Source: an optimization exercise on an open RTL-to-GDS flow (aim: small area). Production flows keep margins and buffers that such runs may drop. In this exercise RTL edits were held to simulation tests only and were not proved equivalent to the original. The flow treats the clock pin as an ideal source, which a real chip does not have.

==> flow/design.v, too long to show whole: its modules and the start of the top module <==
// module ask_fa: 10 lines
// module ask_maj: 8 lines
// module ask_ha: 9 lines
// module ask_sq_acc: 504 lines
// module ask_sq: 652 lines
// module ask_add_r3: 40 lines
// module ask_add_err: 43 lines
// module ask_add_mag: 48 lines
// module ask_add_acc: 51 lines
// module ask_add_pwr: 42 lines
// module ask_carry17: 40 lines
// module ask_carry15: 36 lines
// module ask_quality_top: 167 lines
module ask_quality_top #(
	parameter int LOG2_BLOCK = 4
) (
	input  logic                     sys_clk,
	input  logic                     rst_n,
	input  logic                     sym_clk_en,
	input  ask_pkg::dv_t             dec_var,
	output ask_pkg::slice_t          slice,
	output logic                     slice_valid,
	output ask_pkg::dv_t             ref_lvl,
	output ask_pkg::dv_t             err_mean,
	output logic [ask_pkg::SQ_W-1:0] err_var,
	output logic [ask_pkg::SQ_W-1:0] sig_pwr,
	output logic                     block_done
);
  // ...
==> flow/flow/run.sh <==
#!/bin/bash
# The standard layout (the standard.sh: standard synthesis, then ORFS to
# finish), with these ORFS knobs set on the make command line:
#   REMOVE_ABC_BUFFERS=1  floorplan removes the buffers ABC put in synthesis
#                         (repair_design then buffers where the loads need it)
#   BUFFER_PORTS_ARGS     buffer_ports gives every input and output port a
#                         buffer, here the library's smallest, buf_1
#   CTS_ARGS              ORFS's clock_tree_synthesis arguments with
#                         -dont_use_dummy_load added
#   POST_CTS_TCL          flow/recover.tcl: after CTS, downsize gates that
#                         have slack to spare and legalize again
# make's full output goes to flow_make.log in the work folder.
set -euo pipefail
bash standard.sh REMOVE_ABC_BUFFERS=1 \
	"BUFFER_PORTS_ARGS=-buffer_cell sky130_fd_sc_hd__buf_1" \
	"CTS_ARGS=-sink_clustering_enable -repair_clock_nets -buf_list sky130_fd_sc_hd__clkbuf_8 -dont_use_dummy_load" \
	"POST_CTS_TCL=$PWD/flow/recover.tcl" \
	finish > flow_make.log 2>&1
==> flow/flow/recover.tcl <==
# Run after CTS (POST_CTS_TCL): downsize gates on paths with slack to spare
# (OpenROAD's power recovery), then legalize the placement again.
estimate_parasitics -placement
repair_timing -recover_power 100
detailed_placement
check_placement -verbose
report_design_area
==> flow/standard.sh <==
#!/bin/bash
# synth_recipe.tcl (not shown) runs the flow's synth.tcl, then flattens the netlist and writes it again
# the make line also repeats each setting of config.mk as NAME=value (left out here)
make -C /OpenROAD-flow-scripts/flow DESIGN_CONFIG=/design/flow/config.mk WORK_HOME=/design/flow/orfs CLKGATE_MAP_FILE= SYNTH_SCRIPT=/design/flow/synth_recipe.tcl "${@:-finish}"
==> flow/config.mk <==
export PLATFORM = sky130hd
export DESIGN_NAME = ask_quality_top
export DESIGN_NICKNAME = ask_quality_top
export VERILOG_FILES = /design/flow/design.v
export SDC_FILE = /design/flow/constraint.sdc
export NUM_CORES = 4
export LEC_CHECK = 0
export CAP_MARGIN = 20
export CORE_MARGIN = 2
export CORE_UTILIZATION = 55
export CTS_BUF_LIST = sky130_fd_sc_hd__clkbuf_8
export PLACE_DENSITY = 0.8
export SLEW_MARGIN = 20
export SYNTH_HIERARCHICAL = 1
export SYNTH_MINIMUM_KEEP_SIZE = 0
==> flow/constraint.sdc <==
create_clock -name core_clock -period 14.0 [get_ports {sys_clk}]
set_input_delay 2.8000 -clock core_clock [delete_from_list [all_inputs] [get_ports {sys_clk}]]
set_output_delay 2.8000 -clock core_clock [all_outputs]
set_load 0.01 [all_outputs]
==> summary.md, run 1 <==
| Metric | Value |
|---|---|
| Status | finished clean |
| Detailed placement HPWL | 29800 µm |
| Worst setup endpoint | var_q[9] |
| Hold path depth | 1 |
| Clock sink total | 183 |
| Non-clk buf share | 3.84% |
| ANT nets after route | 0 |
| Max Clock Freq | 75.8 MHz |
| Overall die width | 182 µm |
| Setup Skew | 0.0426 ns |
| Met2 Usage GRT | 41.5% |
| CTS tree | done |
| Area growth from synthesis to layout | 5.30% |
| Post-synthesis sequential area ratio | 23.2% |
| Final worst slack | 0.807 ns |
| Largest registers | err_acc: 22 flops, sq_acc: 22 flops, mag_sum: 21 flops |
| Hold Crit Start | mag_lsb |
| Final setup TNS | 0 ns |
| Hold_ws | 0.498 ns |
| WP depth | 32 |
| Max Slew Vio Count | 0 |
| Non-Filler Instances | 1976 |
| GP Congestion | 0.894 |
| Initial core utilization | 55.6% |
| Placement-stage worst setup slack | 0.858 ns |
| Critical Path AT | 13.57 ns |
| Warnings from Yosys | 7 |
| Placed cells | 1956 |
| FF+latch area | 4070 µm² |
| Clock network latency to the later pin of the worst-skew pair | 0.49 ns |
==> module ask_sq, before the edit <==
module ask_sq (
	input  logic [17:0] xb,
	input  logic v,
	input  logic [17:0] sq,
	output logic [36:0] y
);
	logic b1;
	logic b2;
	logic b3;
	logic b4;
	logic b5;
	logic b6;
	logic b7;
	logic b8;
	logic b9;
	logic b10;
	logic b11;
	logic b12;
	logic b13;
	logic b14;
	logic b15;
	logic b16;
	logic b17;
	logic b18;
	logic b19;
	logic b20;
	logic b21;
	logic b22;
	logic b23;
	logic b24;
	logic b25;
	logic b26;
	logic b27;
	logic b28;
	logic b29;
	logic b30;
	logic b31;
	logic b32;
	logic b33;
	logic b34;
	logic b35;
	logic b36;
	logic b37;
	logic b38;
	logic b39;
	logic b40;
	logic b41;
	logic b42;
	logic b43;
	logic b44;
	logic b45;
	logic b46;
	logic b47;
	logic b48;
	logic b49;
	logic b50;
	logic b51;
	logic b52;
	logic b53;
	logic b54;
	logic b55;
	logic b56;
	logic b57;
	logic b58;
	logic b59;
	logic b60;
	logic b61;
	logic b62;
	logic b63;
	logic b64;
	logic b65;
	logic b66;
	logic b67;
	logic b68;
	logic b69;
	logic b70;
	logic b71;
	logic b72;
	logic b73;
	logic b74;
	logic b75;
	logic b76;
	logic b77;
	logic b78;
	logic b79;
	logic b80;
	logic b81;
	logic b82;
	logic b83;
	logic b84;
	logic b85;
	logic b86;
	logic b87;
	logic b88;
	logic b89;
	logic b90;
	logic b91;
	logic b92;
	logic b93;
	logic b94;
	logic b95;
	logic b96;
	logic b97;
	logic b98;
	logic b99;
	logic b100;
	logic b101;
	logic b102;
	logic b103;
	logic b104;
	logic b105;
	logic b106;
	logic b107;
	logic b108;
	logic b109;
	logic b110;
	logic b111;
	logic b112;
	logic b113;
	logic b114;
	logic b115;
	logic b116;
	logic b117;
	logic b118;
	logic b119;
	logic b120;
	logic b121;
	logic b122;
	logic b123;
	logic b124;
	logic b125;
	logic b126;
	logic b127;
	logic b128;
	logic b129;
	logic b130;
	logic b131;
	logic b132;
	logic b133;
	logic b134;
	logic b135;
	logic b136;
	logic b137;
	logic b138;
	logic b139;
	logic b140;
	logic b141;
	logic b142;
	logic b143;
	logic b144;
	logic b145;
	logic b146;
	logic b147;
	logic b148;
	logic b149;
	logic b150;
	logic b151;
	logic b152;
	logic b153;
	logic b154;
	logic b155;
	logic b156;
	logic b157;
	logic b158;
	logic b159;
	logic b160;
	logic b161;
	logic b162;
	logic b163;
	logic b164;
	logic b165;
	logic b166;
	logic b167;
	logic b168;
	logic b169;
	logic b170;
	logic b171;
	logic b172;
	logic b173;
	logic b174;
	logic b175;
	logic b176;
	logic b177;
	logic b178;
	logic b179;
	logic b180;
	logic b181;
	logic b182;
	logic b183;
	logic b184;
	logic b185;
	logic b186;
	logic b187;
	logic b188;
	logic b189;
	logic b190;
	logic b191;
	logic b192;
	logic b193;
	logic b194;
	logic b195;
	logic b196;
	logic b197;
	logic b198;
	logic b199;
	logic b200;
	logic b201;
	logic b202;
	logic b203;
	logic b204;
	logic b205;
	logic b206;
	logic b207;
	logic b208;
	logic b209;
	logic b210;
	logic b211;
	logic b212;
	logic b213;
	logic b214;
	logic b215;
	logic b216;
	logic b217;
	logic b218;
	logic b219;
	logic b220;
	logic b221;
	logic b222;
	logic b223;
	logic b224;
	logic b225;
	logic b226;
	logic b227;
	logic b228;
	logic b229;
	logic b230;
	logic b231;
	logic b232;
	logic b233;
	logic b234;
	logic b235;
	logic b236;
	logic b237;
	logic b238;
	logic b239;
	logic b240;
	logic b241;
	logic b242;
	logic b243;
	logic b244;
	logic b245;
	logic b246;
	logic b247;
	logic b248;
	logic b249;
	logic b250;
	logic b251;
	logic b252;
	logic b253;
	logic b254;
	logic b255;
	logic b256;
	logic b257;
	logic b258;
	logic b259;
	logic b260;
	logic b261;
	logic b262;
	logic b263;
	logic b264;
	logic b265;
	logic b266;
	logic b267;
	logic b268;
	logic b269;
	logic b270;
	logic b271;
	logic b272;
	logic b273;
	logic b274;
	logic b275;
	logic b276;
	logic b277;
	logic b278;
	logic b279;
	logic b280;
	logic b281;
	logic b282;
	logic b283;
	logic b284;
	logic b285;
	logic b286;
	logic b287;
	logic b288;
	logic b289;
	logic b290;
	logic b291;
	logic b292;
	logic b293;
	logic b294;
	logic b295;
	logic b296;
	logic b298;
	logic b300;
	logic b302;
	logic b304;
	logic b306;
	logic b308;
	logic b310;
	logic b312;
	logic b314;
	logic b316;
	logic b318;
	logic b320;
	logic b322;
	logic b324;
	logic b326;
	logic b327;
	logic b328;
	logic b329;
	logic b330;
	logic b331;
	logic b332;
	logic b333;
	logic b334;
	logic b335;
	logic b336;
	logic b337;
	logic b338;
	logic b339;
	logic b340;
	logic b341;
	logic b342;
	logic b343;
	logic b344;
	logic b345;
	logic b346;
	logic b347;
	logic b348;
	logic b349;
	logic b350;
	logic b351;
	logic b352;
	logic b353;
	logic b354;
	logic b355;
	logic b356;
	logic b357;
	logic b358;
	logic b359;
	logic b360;
	logic b361;
	logic b362;
	logic b363;
	logic b364;
	logic b365;
	logic b366;
	logic b367;
	logic b368;
	logic b369;
	logic b370;
	logic b371;
	logic b372;
	logic b373;
	logic b374;
	logic b375;
	logic b376;
	logic b377;
	logic b378;
	logic b379;
	logic b380;
	logic b381;
	logic b382;
	logic b383;
	logic b384;
	logic b385;
	logic b386;
	logic b388;
	logic b390;
	logic b392;
	logic b394;
	logic b396;
	logic b398;
	logic b400;
	logic b402;
	logic b404;
	logic b406;
	logic b408;
	logic b410;
	logic b412;
	logic b414;
	logic b416;
	logic b418;
	logic b420;
	logic b422;
	logic b424;
	logic b426;
	assign y[0] = ~xb[0];
	assign b1 = ~xb[1];
	assign b2 = ~xb[2];
	assign b3 = ~xb[3];
	assign b4 = ~xb[4];
	assign b5 = ~xb[5];
	assign b6 = ~xb[6];
	assign b7 = ~xb[7];
	assign b8 = ~xb[8];
	assign b9 = ~xb[9];
	assign b10 = ~xb[10];
	assign b11 = ~xb[11];
	assign b12 = ~xb[12];
	assign b13 = ~xb[13];
	assign b14 = ~xb[14];
	assign b15 = ~xb[15];
	assign b16 = ~xb[16];
	assign b17 = ~xb[17];
	assign b18 = ~v;
	ask_fa u_b19 (.a(b9), .b(~(xb[1] | xb[16])), .c(~(xb[2] | xb[15])), .s(b19), .co(b20));
	ask_ha u_b21 (.a(~(xb[3] | xb[14])), .b(~(xb[4] | xb[13])), .s(b21), .co(b22));
	ask_fa u_b23 (.a(~(xb[2] | xb[16])), .b(~(xb[3] | xb[15])), .c(~(xb[4] | xb[14])), .s(b23), .co(b24));
	ask_fa u_b25 (.a(b10), .b(~(xb[3] | xb[16])), .c(~(xb[4] | xb[15])), .s(b25), .co(b26));
	ask_ha u_b27 (.a(b6), .b(~(xb[0] | xb[11])), .s(b27), .co(b28));
	ask_ha u_b29 (.a(~(xb[0] | xb[12])), .b(~(xb[1] | xb[11])), .s(b29), .co(b30));
	ask_fa u_b31 (.a(b7), .b(~(xb[0] | xb[13])), .c(~(xb[1] | xb[12])), .s(b31), .co(b32));
	ask_ha u_b33 (.a(~(xb[2] | xb[11])), .b(~(xb[3] | xb[10])), .s(b33), .co(b34));
	ask_fa u_b35 (.a(~(xb[0] | xb[14])), .b(~(xb[1] | xb[13])), .c(~(xb[2] | xb[12])), .s(b35), .co(b36));
	ask_ha u_b37 (.a(~(xb[3] | xb[11])), .b(~(xb[4] | xb[10])), .s(b37), .co(b38));
	ask_fa u_b39 (.a(b8), .b(~(xb[0] | xb[15])), .c(~(xb[1] | xb[14])), .s(b39), .co(b40));
	ask_fa u_b41 (.a(~(xb[2] | xb[13])), .b(~(xb[3] | xb[12])), .c(~(xb[4] | xb[11])), .s(b41), .co(b42));
	ask_ha u_b43 (.a(~(xb[5] | xb[10])), .b(~(xb[6] | xb[9])), .s(b43), .co(b44));
	ask_fa u_b45 (.a(~(xb[0] | xb[16])), .b(~(xb[1] | xb[15])), .c(~(xb[2] | xb[14])), .s(b45), .co(b46));
	ask_fa u_b47 (.a(~(xb[3] | xb[13])), .b(~(xb[4] | xb[12])), .c(~(xb[5] | xb[11])), .s(b47), .co(b48));
	ask_fa u_b49 (.a(~(xb[6] | xb[10])), .b(~(xb[7] | xb[9])), .c(~(b18 | sq[0])), .s(b49), .co(b50));
	ask_fa u_b51 (.a(b19), .b(b21), .c(~(xb[5] | xb[12])), .s(b51), .co(b52));
	ask_fa u_b53 (.a(~(xb[6] | xb[11])), .b(~(xb[7] | xb[10])), .c(~(xb[8] | xb[9])), .s(b53), .co(b54));
	ask_fa u_b55 (.a(~(xb[17] | y[0])), .b(b17), .c(~(b18 | sq[1])), .s(b55), .co(b56));
	ask_fa u_b57 (.a(b20), .b(b22), .c(b23), .s(b57), .co(b58));
	ask_fa u_b59 (.a(~(xb[5] | xb[13])), .b(~(xb[6] | xb[12])), .c(~(xb[7] | xb[11])), .s(b59), .co(b60));
	ask_fa u_b61 (.a(~(xb[8] | xb[10])), .b(~(xb[17] | b1)), .c(~(b18 | sq[2])), .s(b61), .co(b62));
	ask_fa u_b63 (.a(b24), .b(b25), .c(~(xb[5] | xb[14])), .s(b63), .co(b64));
	ask_fa u_b65 (.a(~(xb[6] | xb[13])), .b(~(xb[7] | xb[12])), .c(~(xb[8] | xb[11])), .s(b65), .co(b66));
	ask_fa u_b67 (.a(~(xb[9] | xb[10])), .b(~(xb[17] | b2)), .c(~(b18 | sq[3])), .s(b67), .co(b68));
	ask_fa u_b69 (.a(b26), .b(~(xb[4] | xb[16])), .c(~(xb[5] | xb[15])), .s(b69), .co(b70));
	ask_fa u_b71 (.a(~(xb[6] | xb[14])), .b(~(xb[7] | xb[13])), .c(~(xb[8] | xb[12])), .s(b71), .co(b72));
	ask_fa u_b73 (.a(~(xb[9] | xb[11])), .b(~(xb[17] | b3)), .c(~(b18 | sq[4])), .s(b73), .co(b74));
	ask_fa u_b75 (.a(b11), .b(~(xb[5] | xb[16])), .c(~(xb[6] | xb[15])), .s(b75), .co(b76));
	ask_fa u_b77 (.a(~(xb[7] | xb[14])), .b(~(xb[8] | xb[13])), .c(~(xb[9] | xb[12])), .s(b77), .co(b78));
	ask_fa u_b79 (.a(~(xb[10] | xb[11])), .b(~(xb[17] | b4)), .c(~(b18 | sq[5])), .s(b79), .co(b80));
	ask_fa u_b81 (.a(~(xb[6] | xb[16])), .b(~(xb[7] | xb[15])), .c(~(xb[8] | xb[14])), .s(b81), .co(b82));
	ask_fa u_b83 (.a(~(xb[9] | xb[13])), .b(~(xb[10] | xb[12])), .c(~(xb[17] | b5)), .s(b83), .co(b84));
	ask_fa u_b85 (.a(b12), .b(~(xb[7] | xb[16])), .c(~(xb[8] | xb[15])), .s(b85), .co(b86));
	ask_fa u_b87 (.a(~(xb[9] | xb[14])), .b(~(xb[10] | xb[13])), .c(~(xb[11] | xb[12])), .s(b87), .co(b88));
	ask_fa u_b89 (.a(~(xb[8] | xb[16])), .b(~(xb[9] | xb[15])), .c(~(xb[10] | xb[14])), .s(b89), .co(b90));
	ask_fa u_b91 (.a(b13), .b(~(xb[9] | xb[16])), .c(~(xb[10] | xb[15])), .s(b91), .co(b92));
	ask_ha u_b93 (.a(b4), .b(~(xb[0] | xb[7])), .s(b93), .co(b94));
	ask_ha u_b95 (.a(~(xb[0] | xb[8])), .b(~(xb[1] | xb[7])), .s(b95), .co(b96));
	ask_fa u_b97 (.a(b5), .b(~(xb[0] | xb[9])), .c(~(xb[1] | xb[8])), .s(b97), .co(b98));
	ask_ha u_b99 (.a(~(xb[2] | xb[7])), .b(~(xb[3] | xb[6])), .s(b99), .co(b100));
	ask_fa u_b101 (.a(~(xb[0] | xb[10])), .b(~(xb[1] | xb[9])), .c(~(xb[2] | xb[8])), .s(b101), .co(b102));
	ask_ha u_b103 (.a(~(xb[3] | xb[7])), .b(~(xb[4] | xb[6])), .s(b103), .co(b104));
	ask_fa u_b105 (.a(b27), .b(~(xb[1] | xb[10])), .c(~(xb[2] | xb[9])), .s(b105), .co(b106));
	ask_fa u_b107 (.a(~(xb[3] | xb[8])), .b(~(xb[4] | xb[7])), .c(~(xb[5] | xb[6])), .s(b107), .co(b108));
	ask_fa u_b109 (.a(b28), .b(b29), .c(~(xb[2] | xb[10])), .s(b109), .co(b110));
	ask_fa u_b111 (.a(~(xb[3] | xb[9])), .b(~(xb[4] | xb[8])), .c(~(xb[5] | xb[7])), .s(b111), .co(b112));
	ask_fa u_b113 (.a(b30), .b(b31), .c(b33), .s(b113), .co(b114));
	ask_fa u_b115 (.a(~(xb[4] | xb[9])), .b(~(xb[5] | xb[8])), .c(~(xb[6] | xb[7])), .s(b115), .co(b116));
	ask_fa u_b117 (.a(b32), .b(b34), .c(b35), .s(b117), .co(b118));
	ask_fa u_b119 (.a(b37), .b(~(xb[5] | xb[9])), .c(~(xb[6] | xb[8])), .s(b119), .co(b120));
	ask_fa u_b121 (.a(b36), .b(b38), .c(b39), .s(b121), .co(b122));
	ask_fa u_b123 (.a(b41), .b(b43), .c(~(xb[7] | xb[8])), .s(b123), .co(b124));
	ask_fa u_b125 (.a(b40), .b(b42), .c(b44), .s(b125), .co(b126));
	ask_fa u_b127 (.a(b45), .b(b47), .c(b49), .s(b127), .co(b128));
	ask_fa u_b129 (.a(b46), .b(b48), .c(b50), .s(b129), .co(b130));
	ask_fa u_b131 (.a(b51), .b(b53), .c(b55), .s(b131), .co(b132));
	ask_fa u_b133 (.a(b52), .b(b54), .c(b56), .s(b133), .co(b134));
	ask_fa u_b135 (.a(b57), .b(b59), .c(b61), .s(b135), .co(b136));
	ask_fa u_b137 (.a(b58), .b(b60), .c(b62), .s(b137), .co(b138));
	ask_fa u_b139 (.a(b63), .b(b65), .c(b67), .s(b139), .co(b140));
	ask_fa u_b141 (.a(b64), .b(b66), .c(b68), .s(b141), .co(b142));
	ask_fa u_b143 (.a(b69), .b(b71), .c(b73), .s(b143), .co(b144));
	ask_fa u_b145 (.a(b70), .b(b72), .c(b74), .s(b145), .co(b146));
	ask_fa u_b147 (.a(b75), .b(b77), .c(b79), .s(b147), .co(b148));
	ask_fa u_b149 (.a(b76), .b(b78), .c(b80), .s(b149), .co(b150));
	ask_fa u_b151 (.a(b81), .b(b83), .c(~(b18 | sq[6])), .s(b151), .co(b152));
	ask_fa u_b153 (.a(b82), .b(b84), .c(b85), .s(b153), .co(b154));
	ask_fa u_b155 (.a(b87), .b(~(xb[17] | b6)), .c(~(b18 | sq[7])), .s(b155), .co(b156));
	ask_fa u_b157 (.a(b86), .b(b88), .c(b89), .s(b157), .co(b158));
	ask_fa u_b159 (.a(~(xb[11] | xb[13])), .b(~(xb[17] | b7)), .c(~(b18 | sq[8])), .s(b159), .co(b160));
	ask_fa u_b161 (.a(b90), .b(b91), .c(~(xb[11] | xb[14])), .s(b161), .co(b162));
	ask_fa u_b163 (.a(~(xb[12] | xb[13])), .b(~(xb[17] | b8)), .c(~(b18 | sq[9])), .s(b163), .co(b164));
	ask_fa u_b165 (.a(b92), .b(~(xb[10] | xb[16])), .c(~(xb[11] | xb[15])), .s(b165), .co(b166));
	ask_fa u_b167 (.a(~(xb[12] | xb[14])), .b(~(xb[17] | b9)), .c(~(b18 | sq[10])), .s(b167), .co(b168));
	ask_fa u_b169 (.a(b14), .b(~(xb[11] | xb[16])), .c(~(xb[12] | xb[15])), .s(b169), .co(b170));
	ask_fa u_b171 (.a(~(xb[13] | xb[14])), .b(~(xb[17] | b10)), .c(~(b18 | sq[11])), .s(b171), .co(b172));
	ask_fa u_b173 (.a(~(xb[12] | xb[16])), .b(~(xb[13] | xb[15])), .c(~(xb[17] | b11)), .s(b173), .co(b174));
	ask_fa u_b175 (.a(b15), .b(~(xb[13] | xb[16])), .c(~(xb[14] | xb[15])), .s(b175), .co(b176));
	ask_ha u_b177 (.a(b3), .b(~(xb[0] | xb[5])), .s(b177), .co(b178));
	ask_ha u_b179 (.a(~(xb[0] | xb[6])), .b(~(xb[1] | xb[5])), .s(b179), .co(b180));
	ask_fa u_b181 (.a(b93), .b(~(xb[1] | xb[6])), .c(~(xb[2] | xb[5])), .s(b181), .co(b182));
	ask_fa u_b183 (.a(b94), .b(b95), .c(~(xb[2] | xb[6])), .s(b183), .co(b184));
	ask_fa u_b185 (.a(b96), .b(b97), .c(b99), .s(b185), .co(b186));
	ask_fa u_b187 (.a(b98), .b(b100), .c(b101), .s(b187), .co(b188));
	ask_fa u_b189 (.a(b102), .b(b104), .c(b105), .s(b189), .co(b190));
	ask_fa u_b191 (.a(b106), .b(b108), .c(b109), .s(b191), .co(b192));
	ask_fa u_b193 (.a(b110), .b(b112), .c(b113), .s(b193), .co(b194));
	ask_fa u_b195 (.a(b114), .b(b116), .c(b117), .s(b195), .co(b196));
	ask_fa u_b197 (.a(b118), .b(b120), .c(b121), .s(b197), .co(b198));
	ask_fa u_b199 (.a(b122), .b(b124), .c(b125), .s(b199), .co(b200));
	ask_fa u_b201 (.a(b126), .b(b128), .c(b129), .s(b201), .co(b202));
	ask_fa u_b203 (.a(b130), .b(b132), .c(b133), .s(b203), .co(b204));
	ask_fa u_b205 (.a(b134), .b(b136), .c(b137), .s(b205), .co(b206));
	ask_fa u_b207 (.a(b138), .b(b140), .c(b141), .s(b207), .co(b208));
	ask_fa u_b209 (.a(b142), .b(b144), .c(b145), .s(b209), .co(b210));
	ask_fa u_b211 (.a(b146), .b(b148), .c(b149), .s(b211), .co(b212));
	ask_fa u_b213 (.a(b150), .b(b152), .c(b153), .s(b213), .co(b214));
	ask_fa u_b215 (.a(b154), .b(b156), .c(b157), .s(b215), .co(b216));
	ask_fa u_b217 (.a(b158), .b(b160), .c(b161), .s(b217), .co(b218));
	ask_fa u_b219 (.a(b162), .b(b164), .c(b165), .s(b219), .co(b220));
	ask_fa u_b221 (.a(b166), .b(b168), .c(b169), .s(b221), .co(b222));
	ask_fa u_b223 (.a(b170), .b(b172), .c(b173), .s(b223), .co(b224));
	ask_fa u_b225 (.a(b174), .b(b175), .c(~(xb[17] | b12)), .s(b225), .co(b226));
	ask_fa u_b227 (.a(b176), .b(~(xb[14] | xb[16])), .c(~(xb[17] | b13)), .s(b227), .co(b228));
	ask_fa u_b229 (.a(b16), .b(~(xb[15] | xb[16])), .c(~(xb[17] | b14)), .s(b229), .co(b230));
	ask_ha u_b231 (.a(b2), .b(~(xb[0] | xb[3])), .s(b231), .co(b232));
	ask_ha u_b233 (.a(~(xb[0] | xb[4])), .b(~(xb[1] | xb[3])), .s(b233), .co(b234));
	ask_fa u_b235 (.a(b177), .b(~(xb[1] | xb[4])), .c(~(xb[2] | xb[3])), .s(b235), .co(b236));
	ask_fa u_b237 (.a(b178), .b(b179), .c(~(xb[2] | xb[4])), .s(b237), .co(b238));
	ask_fa u_b239 (.a(b180), .b(b181), .c(~(xb[3] | xb[4])), .s(b239), .co(b240));
	ask_fa u_b241 (.a(b182), .b(b183), .c(~(xb[3] | xb[5])), .s(b241), .co(b242));
	ask_fa u_b243 (.a(b184), .b(b185), .c(~(xb[4] | xb[5])), .s(b243), .co(b244));
	ask_fa u_b245 (.a(b186), .b(b187), .c(b103), .s(b245), .co(b246));
	ask_fa u_b247 (.a(b188), .b(b189), .c(b107), .s(b247), .co(b248));
	ask_fa u_b249 (.a(b190), .b(b191), .c(b111), .s(b249), .co(b250));
	ask_fa u_b251 (.a(b192), .b(b193), .c(b115), .s(b251), .co(b252));
	ask_fa u_b253 (.a(b194), .b(b195), .c(b119), .s(b253), .co(b254));
	ask_fa u_b255 (.a(b196), .b(b197), .c(b123), .s(b255), .co(b256));
	ask_fa u_b257 (.a(b198), .b(b199), .c(b127), .s(b257), .co(b258));
	ask_fa u_b259 (.a(b200), .b(b201), .c(b131), .s(b259), .co(b260));
	ask_fa u_b261 (.a(b202), .b(b203), .c(b135), .s(b261), .co(b262));
	ask_fa u_b263 (.a(b204), .b(b205), .c(b139), .s(b263), .co(b264));
	ask_fa u_b265 (.a(b206), .b(b207), .c(b143), .s(b265), .co(b266));
	ask_fa u_b267 (.a(b208), .b(b209), .c(b147), .s(b267), .co(b268));
	ask_fa u_b269 (.a(b210), .b(b211), .c(b151), .s(b269), .co(b270));
	ask_fa u_b271 (.a(b212), .b(b213), .c(b155), .s(b271), .co(b272));
	ask_fa u_b273 (.a(b214), .b(b215), .c(b159), .s(b273), .co(b274));
	ask_fa u_b275 (.a(b216), .b(b217), .c(b163), .s(b275), .co(b276));
	ask_fa u_b277 (.a(b218), .b(b219), .c(b167), .s(b277), .co(b278));
	ask_fa u_b279 (.a(b220), .b(b221), .c(b171), .s(b279), .co(b280));
	ask_fa u_b281 (.a(b222), .b(b223), .c(~(b18 | sq[12])), .s(b281), .co(b282));
	ask_fa u_b283 (.a(b224), .b(b225), .c(~(b18 | sq[13])), .s(b283), .co(b284));
	ask_fa u_b285 (.a(b226), .b(b227), .c(~(b18 | sq[14])), .s(b285), .co(b286));
	ask_fa u_b287 (.a(b228), .b(b229), .c(~(b18 | sq[15])), .s(b287), .co(b288));
	ask_fa u_b289 (.a(b230), .b(~(xb[17] | b15)), .c(~(b18 | sq[16])), .s(b289), .co(b290));
	ask_fa u_b291 (.a(~(xb[17] | b16)), .b(b17), .c(~(b18 | sq[17])), .s(b291), .co(b292));
	ask_ha u_b293 (.a(b17), .b(v), .s(b293), .co(b294));
	ask_ha u_b295 (.a(b17), .b(v), .s(b295), .co(b296));
	ask_ha u_b297 (.a(b1), .b(~(xb[0] | xb[1])), .s(y[2]), .co(b298));
	ask_ha u_b299 (.a(~(xb[0] | xb[2])), .b(b298), .s(y[3]), .co(b300));
	ask_fa u_b301 (.a(b231), .b(~(xb[1] | xb[2])), .c(b300), .s(y[4]), .co(b302));
	ask_fa u_b303 (.a(b232), .b(b233), .c(b302), .s(y[5]), .co(b304));
	ask_fa u_b305 (.a(b234), .b(b235), .c(b304), .s(y[6]), .co(b306));
	ask_fa u_b307 (.a(b236), .b(b237), .c(b306), .s(y[7]), .co(b308));
	ask_fa u_b309 (.a(b238), .b(b239), .c(b308), .s(y[8]), .co(b310));
	ask_fa u_b311 (.a(b240), .b(b241), .c(b310), .s(y[9]), .co(b312));
	ask_fa u_b313 (.a(b242), .b(b243), .c(b312), .s(y[10]), .co(b314));
	ask_fa u_b315 (.a(b244), .b(b245), .c(b314), .s(y[11]), .co(b316));
	ask_fa u_b317 (.a(b246), .b(b247), .c(b316), .s(y[12]), .co(b318));
	ask_fa u_b319 (.a(b248), .b(b249), .c(b318), .s(y[13]), .co(b320));
	ask_fa u_b321 (.a(b250), .b(b251), .c(b320), .s(y[14]), .co(b322));
	ask_fa u_b323 (.a(b252), .b(b253), .c(b322), .s(y[15]), .co(b324));
	ask_fa u_b325 (.a(b254), .b(b255), .c(b324), .s(y[16]), .co(b326));
	assign b327 = b1 & ~(xb[0] | xb[1]);
	assign b328 = b1 | ~(xb[0] | xb[1]);
	assign b329 = b231 & ~(xb[1] | xb[2]);
	assign b330 = b231 | ~(xb[1] | xb[2]);
	assign b331 = b232 & b233;
	assign b332 = b232 | b233;
	assign b333 = b234 & b235;
	assign b334 = b234 | b235;
	assign b335 = b236 & b237;
	assign b336 = b236 | b237;
	assign b337 = b238 & b239;
	assign b338 = b238 | b239;
	assign b339 = b240 & b241;
	assign b340 = b240 | b241;
	assign b341 = b242 & b243;
	assign b342 = b242 | b243;
	assign b343 = b244 & b245;
	assign b344 = b244 | b245;
	assign b345 = b246 & b247;
	assign b346 = b246 | b247;
	assign b347 = b248 & b249;
	assign b348 = b248 | b249;
	assign b349 = b250 & b251;
	assign b350 = b250 | b251;
	assign b351 = b252 & b253;
	assign b352 = b252 | b253;
	assign b353 = b254 & b255;
	assign b354 = b254 | b255;
	assign b355 = 1'b0 | (1'b0 & 1'b0);
	assign b356 = 1'b0 & y[0];
	assign b357 = 1'b0 | (~(xb[0] | xb[2]) & b327);
	assign b358 = ~(xb[0] | xb[2]) & b328;
	assign b359 = b357 | (b358 & b355);
	assign b360 = b358 & b356;
	assign b361 = b331 | (b332 & b329);
	assign b362 = b332 & b330;
	assign b363 = b335 | (b336 & b333);
	assign b364 = b336 & b334;
	assign b365 = b363 | (b364 & b361);
	assign b366 = b364 & b362;
	assign b367 = b365 | (b366 & b359);
	assign b368 = b366 & b360;
	assign b369 = b339 | (b340 & b337);
	assign b370 = b340 & b338;
	assign b371 = b343 | (b344 & b341);
	assign b372 = b344 & b342;
	assign b373 = b371 | (b372 & b369);
	assign b374 = b372 & b370;
	assign b375 = b347 | (b348 & b345);
	assign b376 = b348 & b346;
	assign b377 = b353 | (b354 & b351);
	assign b378 = b354 & b352;
	assign b379 = b377 | (b378 & b349);
	assign b380 = b378 & b350;
	assign b381 = b379 | (b380 & b375);
	assign b382 = b380 & b376;
	assign b383 = b381 | (b382 & b373);
	assign b384 = b382 & b374;
	assign b385 = b383 | (b384 & b367);
	assign b386 = b384 & b368;
	ask_fa u_b387 (.a(b256), .b(b257), .c(b385), .s(y[17]), .co(b388));
	ask_fa u_b389 (.a(b258), .b(b259), .c(b388), .s(y[18]), .co(b390));
	ask_fa u_b391 (.a(b260), .b(b261), .c(b390), .s(y[19]), .co(b392));
	ask_fa u_b393 (.a(b262), .b(b263), .c(b392), .s(y[20]), .co(b394));
	ask_fa u_b395 (.a(b264), .b(b265), .c(b394), .s(y[21]), .co(b396));
	ask_fa u_b397 (.a(b266), .b(b267), .c(b396), .s(y[22]), .co(b398));
	ask_fa u_b399 (.a(b268), .b(b269), .c(b398), .s(y[23]), .co(b400));
	ask_fa u_b401 (.a(b270), .b(b271), .c(b400), .s(y[24]), .co(b402));
	ask_fa u_b403 (.a(b272), .b(b273), .c(b402), .s(y[25]), .co(b404));
	ask_fa u_b405 (.a(b274), .b(b275), .c(b404), .s(y[26]), .co(b406));
	ask_fa u_b407 (.a(b276), .b(b277), .c(b406), .s(y[27]), .co(b408));
	ask_fa u_b409 (.a(b278), .b(b279), .c(b408), .s(y[28]), .co(b410));
	ask_fa u_b411 (.a(b280), .b(b281), .c(b410), .s(y[29]), .co(b412));
	ask_fa u_b413 (.a(b282), .b(b283), .c(b412), .s(y[30]), .co(b414));
	ask_fa u_b415 (.a(b284), .b(b285), .c(b414), .s(y[31]), .co(b416));
	ask_fa u_b417 (.a(b286), .b(b287), .c(b416), .s(y[32]), .co(b418));
	ask_fa u_b419 (.a(b288), .b(b289), .c(b418), .s(y[33]), .co(b420));
	ask_fa u_b421 (.a(b290), .b(b291), .c(b420), .s(y[34]), .co(b422));
	ask_fa u_b423 (.a(b292), .b(b293), .c(b422), .s(y[35]), .co(b424));
	ask_fa u_b425 (.a(b294), .b(b295), .c(b424), .s(y[36]), .co(b426));
	assign y[1] = 1'b0;
endmodule
==> run 2, diff against run 1 <==
--- a/flow/design.v
+++ b/flow/design.v
@@ -904,43 +904,26 @@
 	logic b367;
 	logic b368;
 	logic b369;
-	logic b370;
 	logic b371;
-	logic b372;
 	logic b373;
-	logic b374;
 	logic b375;
-	logic b376;
 	logic b377;
-	logic b378;
 	logic b379;
-	logic b380;
 	logic b381;
-	logic b382;
 	logic b383;
-	logic b384;
 	logic b385;
-	logic b386;
-	logic b388;
-	logic b390;
-	logic b392;
-	logic b394;
-	logic b396;
-	logic b398;
-	logic b400;
-	logic b402;
-	logic b404;
-	logic b406;
-	logic b408;
-	logic b410;
-	logic b412;
-	logic b414;
-	logic b416;
-	logic b418;
-	logic b420;
-	logic b422;
-	logic b424;
-	logic b426;
+	logic b387;
+	logic b389;
+	logic b391;
+	logic b393;
+	logic b395;
+	logic b397;
+	logic b399;
+	logic b401;
+	logic b403;
+	logic b405;
+	logic b407;
+	logic b409;
 	assign y[0] = ~xb[0];
 	assign b1 = ~xb[1];
 	assign b2 = ~xb[2];
@@ -1114,86 +1097,69 @@
 	ask_fa u_b321 (.a(b250), .b(b251), .c(b320), .s(y[14]), .co(b322));
 	ask_fa u_b323 (.a(b252), .b(b253), .c(b322), .s(y[15]), .co(b324));
 	ask_fa u_b325 (.a(b254), .b(b255), .c(b324), .s(y[16]), .co(b326));
-	assign b327 = b1 & ~(xb[0] | xb[1]);
-	assign b328 = b1 | ~(xb[0] | xb[1]);
-	assign b329 = b231 & ~(xb[1] | xb[2]);
-	assign b330 = b231 | ~(xb[1] | xb[2]);
-	assign b331 = b232 & b233;
-	assign b332 = b232 | b233;
-	assign b333 = b234 & b235;
-	assign b334 = b234 | b235;
-	assign b335 = b236 & b237;
-	assign b336 = b236 | b237;
-	assign b337 = b238 & b239;
-	assign b338 = b238 | b239;
-	assign b339 = b240 & b241;
-	assign b340 = b240 | b241;
-	assign b341 = b242 & b243;
-	assign b342 = b242 | b243;
-	assign b343 = b244 & b245;
-	assign b344 = b244 | b245;
-	assign b345 = b246 & b247;
-	assign b346 = b246 | b247;
-	assign b347 = b248 & b249;
-	assign b348 = b248 | b249;
-	assign b349 = b250 & b251;
-	assign b350 = b250 | b251;
-	assign b351 = b252 & b253;
-	assign b352 = b252 | b253;
-	assign b353 = b254 & b255;
-	assign b354 = b254 | b255;
-	assign b355 = 1'b0 | (1'b0 & 1'b0);
-	assign b356 = 1'b0 & y[0];
-	assign b357 = 1'b0 | (~(xb[0] | xb[2]) & b327);
-	assign b358 = ~(xb[0] | xb[2]) & b328;
-	assign b359 = b357 | (b358 & b355);
-	assign b360 = b358 & b356;
-	assign b361 = b331 | (b332 & b329);
-	assign b362 = b332 & b330;
-	assign b363 = b335 | (b336 & b333);
-	assign b364 = b336 & b334;
-	assign b365 = b363 | (b364 & b361);
-	assign b366 = b364 & b362;
-	assign b367 = b365 | (b366 & b359);
-	assign b368 = b366 & b360;
-	assign b369 = b339 | (b340 & b337);
-	assign b370 = b340 & b338;
-	assign b371 = b343 | (b344 & b341);
-	assign b372 = b344 & b342;
-	assign b373 = b371 | (b372 & b369);
-	assign b374 = b372 & b370;
-	assign b375 = b347 | (b348 & b345);
-	assign b376 = b348 & b346;
-	assign b377 = b353 | (b354 & b351);
-	assign b378 = b354 & b352;
-	assign b379 = b377 | (b378 & b349);
-	assign b380 = b378 & b350;
-	assign b381 = b379 | (b380 & b375);
-	assign b382 = b380 & b376;
-	assign b383 = b381 | (b382 & b373);
-	assign b384 = b382 & b374;
-	assign b385 = b383 | (b384 & b367);
-	assign b386 = b384 & b368;
-	ask_fa u_b387 (.a(b256), .b(b257), .c(b385), .s(y[17]), .co(b388));
-	ask_fa u_b389 (.a(b258), .b(b259), .c(b388), .s(y[18]), .co(b390));
-	ask_fa u_b391 (.a(b260), .b(b261), .c(b390), .s(y[19]), .co(b392));
-	ask_fa u_b393 (.a(b262), .b(b263), .c(b392), .s(y[20]), .co(b394));
-	ask_fa u_b395 (.a(b264), .b(b265), .c(b394), .s(y[21]), .co(b396));
-	ask_fa u_b397 (.a(b266), .b(b267), .c(b396), .s(y[22]), .co(b398));
-	ask_fa u_b399 (.a(b268), .b(b269), .c(b398), .s(y[23]), .co(b400));
-	ask_fa u_b401 (.a(b270), .b(b271), .c(b400), .s(y[24]), .co(b402));
-	ask_fa u_b403 (.a(b272), .b(b273), .c(b402), .s(y[25]), .co(b404));
-	ask_fa u_b405 (.a(b274), .b(b275), .c(b404), .s(y[26]), .co(b406));
-	ask_fa u_b407 (.a(b276), .b(b277), .c(b406), .s(y[27]), .co(b408));
-	ask_fa u_b409 (.a(b278), .b(b279), .c(b408), .s(y[28]), .co(b410));
-	ask_fa u_b411 (.a(b280), .b(b281), .c(b410), .s(y[29]), .co(b412));
-	ask_fa u_b413 (.a(b282), .b(b283), .c(b412), .s(y[30]), .co(b414));
-	ask_fa u_b415 (.a(b284), .b(b285), .c(b414), .s(y[31]), .co(b416));
-	ask_fa u_b417 (.a(b286), .b(b287), .c(b416), .s(y[32]), .co(b418));
-	ask_fa u_b419 (.a(b288), .b(b289), .c(b418), .s(y[33]), .co(b420));
-	ask_fa u_b421 (.a(b290), .b(b291), .c(b420), .s(y[34]), .co(b422));
-	ask_fa u_b423 (.a(b292), .b(b293), .c(b422), .s(y[35]), .co(b424));
-	ask_fa u_b425 (.a(b294), .b(b295), .c(b424), .s(y[36]), .co(b426));
+	assign b327 = b234 & b235;
+	assign b328 = b234 | b235;
+	assign b329 = b236 & b237;
+	assign b330 = b236 | b237;
+	assign b331 = b238 & b239;
+	assign b332 = b238 | b239;
+	assign b333 = b240 & b241;
+	assign b334 = b240 | b241;
+	assign b335 = b242 & b243;
+	assign b336 = b242 | b243;
+	assign b337 = b244 & b245;
+	assign b338 = b244 | b245;
+	assign b339 = b246 & b247;
+	assign b340 = b246 | b247;
+	assign b341 = b248 & b249;
+	assign b342 = b248 | b249;
+	assign b343 = b250 & b251;
+	assign b344 = b250 | b251;
+	assign b345 = b252 & b253;
+	assign b346 = b252 | b253;
+	assign b347 = b254 & b255;
+	assign b348 = b254 | b255;
+	assign b349 = b329 | (b330 & b327);
+	assign b350 = b330 & b328;
+	assign b351 = b335 | (b336 & b333);
+	assign b352 = b336 & b334;
+	assign b353 = b351 | (b352 & b331);
+	assign b354 = b352 & b332;
+	assign b355 = b353 | (b354 & b349);
+	assign b356 = b354 & b350;
+	assign b357 = b341 | (b342 & b339);
+	assign b358 = b342 & b340;
+	assign b359 = b357 | (b358 & b337);
+	assign b360 = b358 & b338;
+	assign b361 = b347 | (b348 & b345);
+	assign b362 = b348 & b346;
+	assign b363 = b361 | (b362 & b343);
+	assign b364 = b362 & b344;
+	assign b365 = b363 | (b364 & b359);
+	assign b366 = b364 & b360;
+	assign b367 = b365 | (b366 & b355);
+	assign b368 = b366 & b356;
+	assign b369 = b367 | (b368 & b304);
+	ask_fa u_b370 (.a(b256), .b(b257), .c(b369), .s(y[17]), .co(b371));
+	ask_fa u_b372 (.a(b258), .b(b259), .c(b371), .s(y[18]), .co(b373));
+	ask_fa u_b374 (.a(b260), .b(b261), .c(b373), .s(y[19]), .co(b375));
+	ask_fa u_b376 (.a(b262), .b(b263), .c(b375), .s(y[20]), .co(b377));
+	ask_fa u_b378 (.a(b264), .b(b265), .c(b377), .s(y[21]), .co(b379));
+	ask_fa u_b380 (.a(b266), .b(b267), .c(b379), .s(y[22]), .co(b381));
+	ask_fa u_b382 (.a(b268), .b(b269), .c(b381), .s(y[23]), .co(b383));
+	ask_fa u_b384 (.a(b270), .b(b271), .c(b383), .s(y[24]), .co(b385));
+	ask_fa u_b386 (.a(b272), .b(b273), .c(b385), .s(y[25]), .co(b387));
+	ask_fa u_b388 (.a(b274), .b(b275), .c(b387), .s(y[26]), .co(b389));
+	ask_fa u_b390 (.a(b276), .b(b277), .c(b389), .s(y[27]), .co(b391));
+	ask_fa u_b392 (.a(b278), .b(b279), .c(b391), .s(y[28]), .co(b393));
+	ask_fa u_b394 (.a(b280), .b(b281), .c(b393), .s(y[29]), .co(b395));
+	ask_fa u_b396 (.a(b282), .b(b283), .c(b395), .s(y[30]), .co(b397));
+	ask_fa u_b398 (.a(b284), .b(b285), .c(b397), .s(y[31]), .co(b399));
+	ask_fa u_b400 (.a(b286), .b(b287), .c(b399), .s(y[32]), .co(b401));
+	ask_fa u_b402 (.a(b288), .b(b289), .c(b401), .s(y[33]), .co(b403));
+	ask_fa u_b404 (.a(b290), .b(b291), .c(b403), .s(y[34]), .co(b405));
+	ask_fa u_b406 (.a(b292), .b(b293), .c(b405), .s(y[35]), .co(b407));
+	ask_fa u_b408 (.a(b294), .b(b295), .c(b407), .s(y[36]), .co(b409));
 	assign y[1] = 1'b0;
 endmodule
 module ask_add_r3 (
--- a/flow/config.mk
+++ b/flow/config.mk
@@ -7,9 +7,8 @@
 export LEC_CHECK = 0
 export CAP_MARGIN = 20
 export CORE_MARGIN = 2
-export CORE_UTILIZATION = 55
+export CORE_UTILIZATION = 40
 export CTS_BUF_LIST = sky130_fd_sc_hd__clkbuf_8
-export PLACE_DENSITY = 0.8
 export SLEW_MARGIN = 20
 export SYNTH_HIERARCHICAL = 1
 export SYNTH_MINIMUM_KEEP_SIZE = 0
==> summary.md, run 2 <==
| Metric | Value |
|---|---|
| Vias in the first global route | 12100 (was 12600) |
| Detailed placement HPWL | 30600 µm (was 29800 µm) |
| #FFs+latches synth | 183 (unchanged) |
| CP Capture Type | flop (unchanged) |
| Filler cells | 4050 (was 2444) |
| Critical path's most frequent cell | fa_1 (unchanged) |
| Setup Skew | 0.0504 ns (was 0.0426 ns) |
| Startpoint Class | flop (unchanged) |
| Cell taking the most area after synthesis | fa_1 (unchanged) |
| R2r worst-path depth | 34 (was 32) |
| WP depth | 34 (was 32) |
| Class of the worst hold path | flop to flop (unchanged) |
| Main synth FF type | dfxtp_1 (unchanged) |
| Share of the synthesized area in the top cell type | 43.9% (was 43.8%) |
| Top-count cell post-synth | fa_1 (unchanged) |
| Status | finished clean (unchanged) |
| RSZ-0062 raised after global routing | false (unchanged) |
| Largest registers | err_acc: 22 flops, sq_acc: 22 flops, mag_sum: 21 flops (unchanged) |
| Post-synthesis cell type count | 55 (was 60) |
| Worst path required time | 14.41 ns (was 14.38 ns) |
| Commonest cells after routing, fill and taps aside | fa_1 (383), nor2_1 (311), dfxtp_1 (102) (was fa_1 (383), nor2_1 (312), dfxtp_1 (102)) |
| Final setup viols | 0 (unchanged) |
| Warnings from Yosys | 7 (unchanged) |
| All-Layer GR Usage | 18.9% (was 24.6%) |
| Crit path from | done_q (unchanged) |
| Cell Area, Synth | 17500 µm² (about the same) |
| Chip height | 213 µm (was 182 µm) |
| ANT nets after route | 0 (unchanged) |
| CTS tree | done (unchanged) |
| Critical path class | flop to flop (unchanged) |
| CORE AREA | 43100 µm² (was 31500 µm²) |
| Fin util | 43.2% (was 58.6%) |
| Worst-Margin Slew | 0.975 ns (was 1.01 ns) |
| Hold_ws | 0.462 ns (was 0.498 ns) |
| Worst setup endpoint | var_q[16] (was var_q[9]) |
| Core Rows | 76 (was 65) |
| Number of max-cap violations | 0 (unchanged) |
| WP buf/inv | 2 (was 0) |
| GR Overflow Total | 0 (unchanged) |
| Die area | 45300 µm² (was 33300 µm²) |
| Critical R2R Launch | done_q (unchanged) |
| Top cells by area, synth | fa_1 (44%), dfxtp_1 (12%), dfrtp_1 (12%) (unchanged) |
| Placed cells | 2132 (was 1956) |
| Instance area at placement | 18400 µm² (was 18200 µm²) |
| Async set-reset flop share out of synthesis | 44.3% (unchanged) |
| Final Cell Area | 18600 µm² (was 18400 µm²) |
| Period minus WS final | 13.23 ns (was 13.19 ns) |
| Count of port buffers added during placement | 96 (unchanged) |
| Clock transition at path regs | 0.10 ns (was 0.11 ns) |
| Crit-path leading delay family | adder cells (unchanged) |
| Diode count | 0 (unchanged) |
| Initial antenna violation count | 0 (unchanged) |
| Post-synth EDFFs | 0 (unchanged) |
| Final worst path period share | 94.5% (was 94.2%) |
| R2R setup slack | 0.77 ns (was 0.81 ns) |
| Worst-path maximum fanout | 23 (was 31) |
| Final net count | 2026 (was 2033) |
| Pre-antenna DRT Iters | 5 (was 7) |
| Vias per cell | 5.00 (was 5.70) |
| Crit-path max cell delay | 0.98 ns (was 0.95 ns) |
| Synth Instances | 1516 (was 1522) |
| Max Clock Freq | 75.6 MHz (was 75.8 MHz) |
| Share of cells above drive strength 1 | 7.85% (was 8.07%) |
| Max Slew Vio Count | 0 (unchanged) |
| Critical Path AT | 13.64 ns (was 13.57 ns) |
| Clock network latency to the later pin of the worst-skew pair | 0.53 ns (was 0.49 ns) |
| I/O pin total | 99 (unchanged) |
| Post-Syn Area per Cell | 11.5 µm² (about the same) |
| Drt total wl | 39400 µm (was 38600 µm) |
| Detailed Route Iter0 Violations | 548 (was 786) |
| Vias after detailed routing | 10800 (was 11300) |
| Drt wl/cell | 18.3 µm (was 19.5 µm) |
| Slowest stage cell on the critical path | fa_1 (unchanged) |
| GP Congestion | 0.845 (was 0.894) |
| Final hold vios | 0 (unchanged) |
| First-pass GRT wire length | 65600 µm (was 63800 µm) |
| Initial core utilization | 40.5% (was 55.6%) |
| Area growth from synthesis to layout | 6.57% (was 5.30%) |
| Worst slew margin | 35.0% (was 32.5%) |
| DRC violations left | 0 (unchanged) |
| Reg2reg end | var_q[16] (was var_q[9]) |
| Most common cell after layout, fill and taps aside | fa_1 (unchanged) |
| Post-synthesis sequential area ratio | 23.3% (was 23.2%) |
| Largest net degree at the start of global routing | 72 (was 68) |
| Clock sink total | 183 (unchanged) |
| Synth top cells by count | fa_1 (383), nor2_1 (311), dfxtp_1 (102), nor2b_1 (86), dfrtp_1 (81) (was fa_1 (383), nor2_1 (312), dfxtp_1 (102), nor2b_1 (86), dfrtp_1 (81)) |
| Non-Filler Instances | 2152 (was 1976) |
| Overall die width | 213 µm (was 182 µm) |
[run 2: cell type report]
cell class	count	area, µm²	area share, %
Multi-Input combinational cell	1151	12600	67.6
Inverter	79	297	1.59
Sequential cell	183	4070	21.9
Tap cell	585	732	3.94
Clock buffer	17	234	1.26
Timing Repair Buffer	137	697	3.75
[run 2: logic make-up after synthesis]
group                    share of synthesized area, %
buffers and inverters                            4.43
XOR/XNOR                                         1.96
AND/OR/NAND/NOR                                  12.7
other                                          0.0645
multiplexers                                     5.59
adder cells (fa/ha/maj)                          48.9
AO/OA/AOI/OAI                                    3.02
flip-flops                                       23.3
[run 2: how the worst min path moves through the flow]
stage	startpoint	end	slack (ns)	cells past startpoint
after floorplan	err_acc[21]	mean_q[17]	0.42	1
after global placement	err_acc[21]	mean_q[17]	0.45	1
after detailed placement	err_acc[21]	mean_q[17]	0.46	1
after global routing	err_acc[21]	mean_q[17]	0.52	1
final	err_acc[21]	mean_q[17]	0.46	1
[run 2: metrics by stage]
step	setup TNS [ns]	setup slack [ns]
after floorplan	-2.81	-0.164
after global placement	0	1.37
after detailed placement	0	1.14
after global routing	0	0.152
final	0	0.772
[run 2: worst reg2reg max path, delay by kind of cell, from the launching register on]
family          cells  cell delay, ns
flops               1            0.95
buf+inv             2            0.70
simple gates        3            0.31
fa+ha+maj          24           10.34
mux                 1            0.27
compound gates      4            0.53
[run 2: per-layer routing]
| metal | GRT usage, % | up-vias | wire [µm] |
|---|---|---|---|
| met4 | 4.97 | 0 | 671 |
| li1 | - | 4805 | - |
| met3 | 2.84 | 37 | 1440 |
| met5 | 0 | - | 0 |
| met2 | 30.6 | 237 | 19200 |
| met1 | 26.6 | 5683 | 18200 |
[run 2: per-module statistics from Yosys, one instance, submodules excluded, a selection]
module	area (µm²)	times used	cells	flip-flops and latches
ask_quality_top	6760	1	560	183
ask_add_r3	7.51	1	1	0
ask_sq_acc	878	1	213	0
ask_maj	11.3	15	1	0
ask_carry17	248	1	39	0
ask_add_err	27.5	1	5	0
ask_sq	1080	1	251	0

==> separate check: timing with driven ports <==
Ports are ideal in the flow. The routed layouts listed here were re-timed in OpenROAD. Step 1 (the two cells are an assumption about what drives the block):
set clk [get_ports {sys_clk}]
set_driving_cell -lib_cell sky130_fd_sc_hd__clkbuf_16 $clk
set_driving_cell -lib_cell sky130_fd_sc_hd__buf_2 [delete_from_list [all_inputs] $clk]
Step 2 also shifts input and output timing later by t, the mid clock arrival at the registers, as if the neighbouring blocks saw the same clock. Three values: ideal, step 1, step 2; two values: the first two.
run	t (ns)	slack for setup (ns)	hold WS [ns]	slew at the worst register clock pin (ns)
run 1	0.518	0.807 / 0.807 / 0.807	0.498 / 0.498 / 0.498	0.11 / 0.11
run 2	0.556	0.772 / 0.772 / 0.772	0.462 / 0.462 / 0.462	0.12 / 0.12
After both steps every run listed still meets setup and hold.
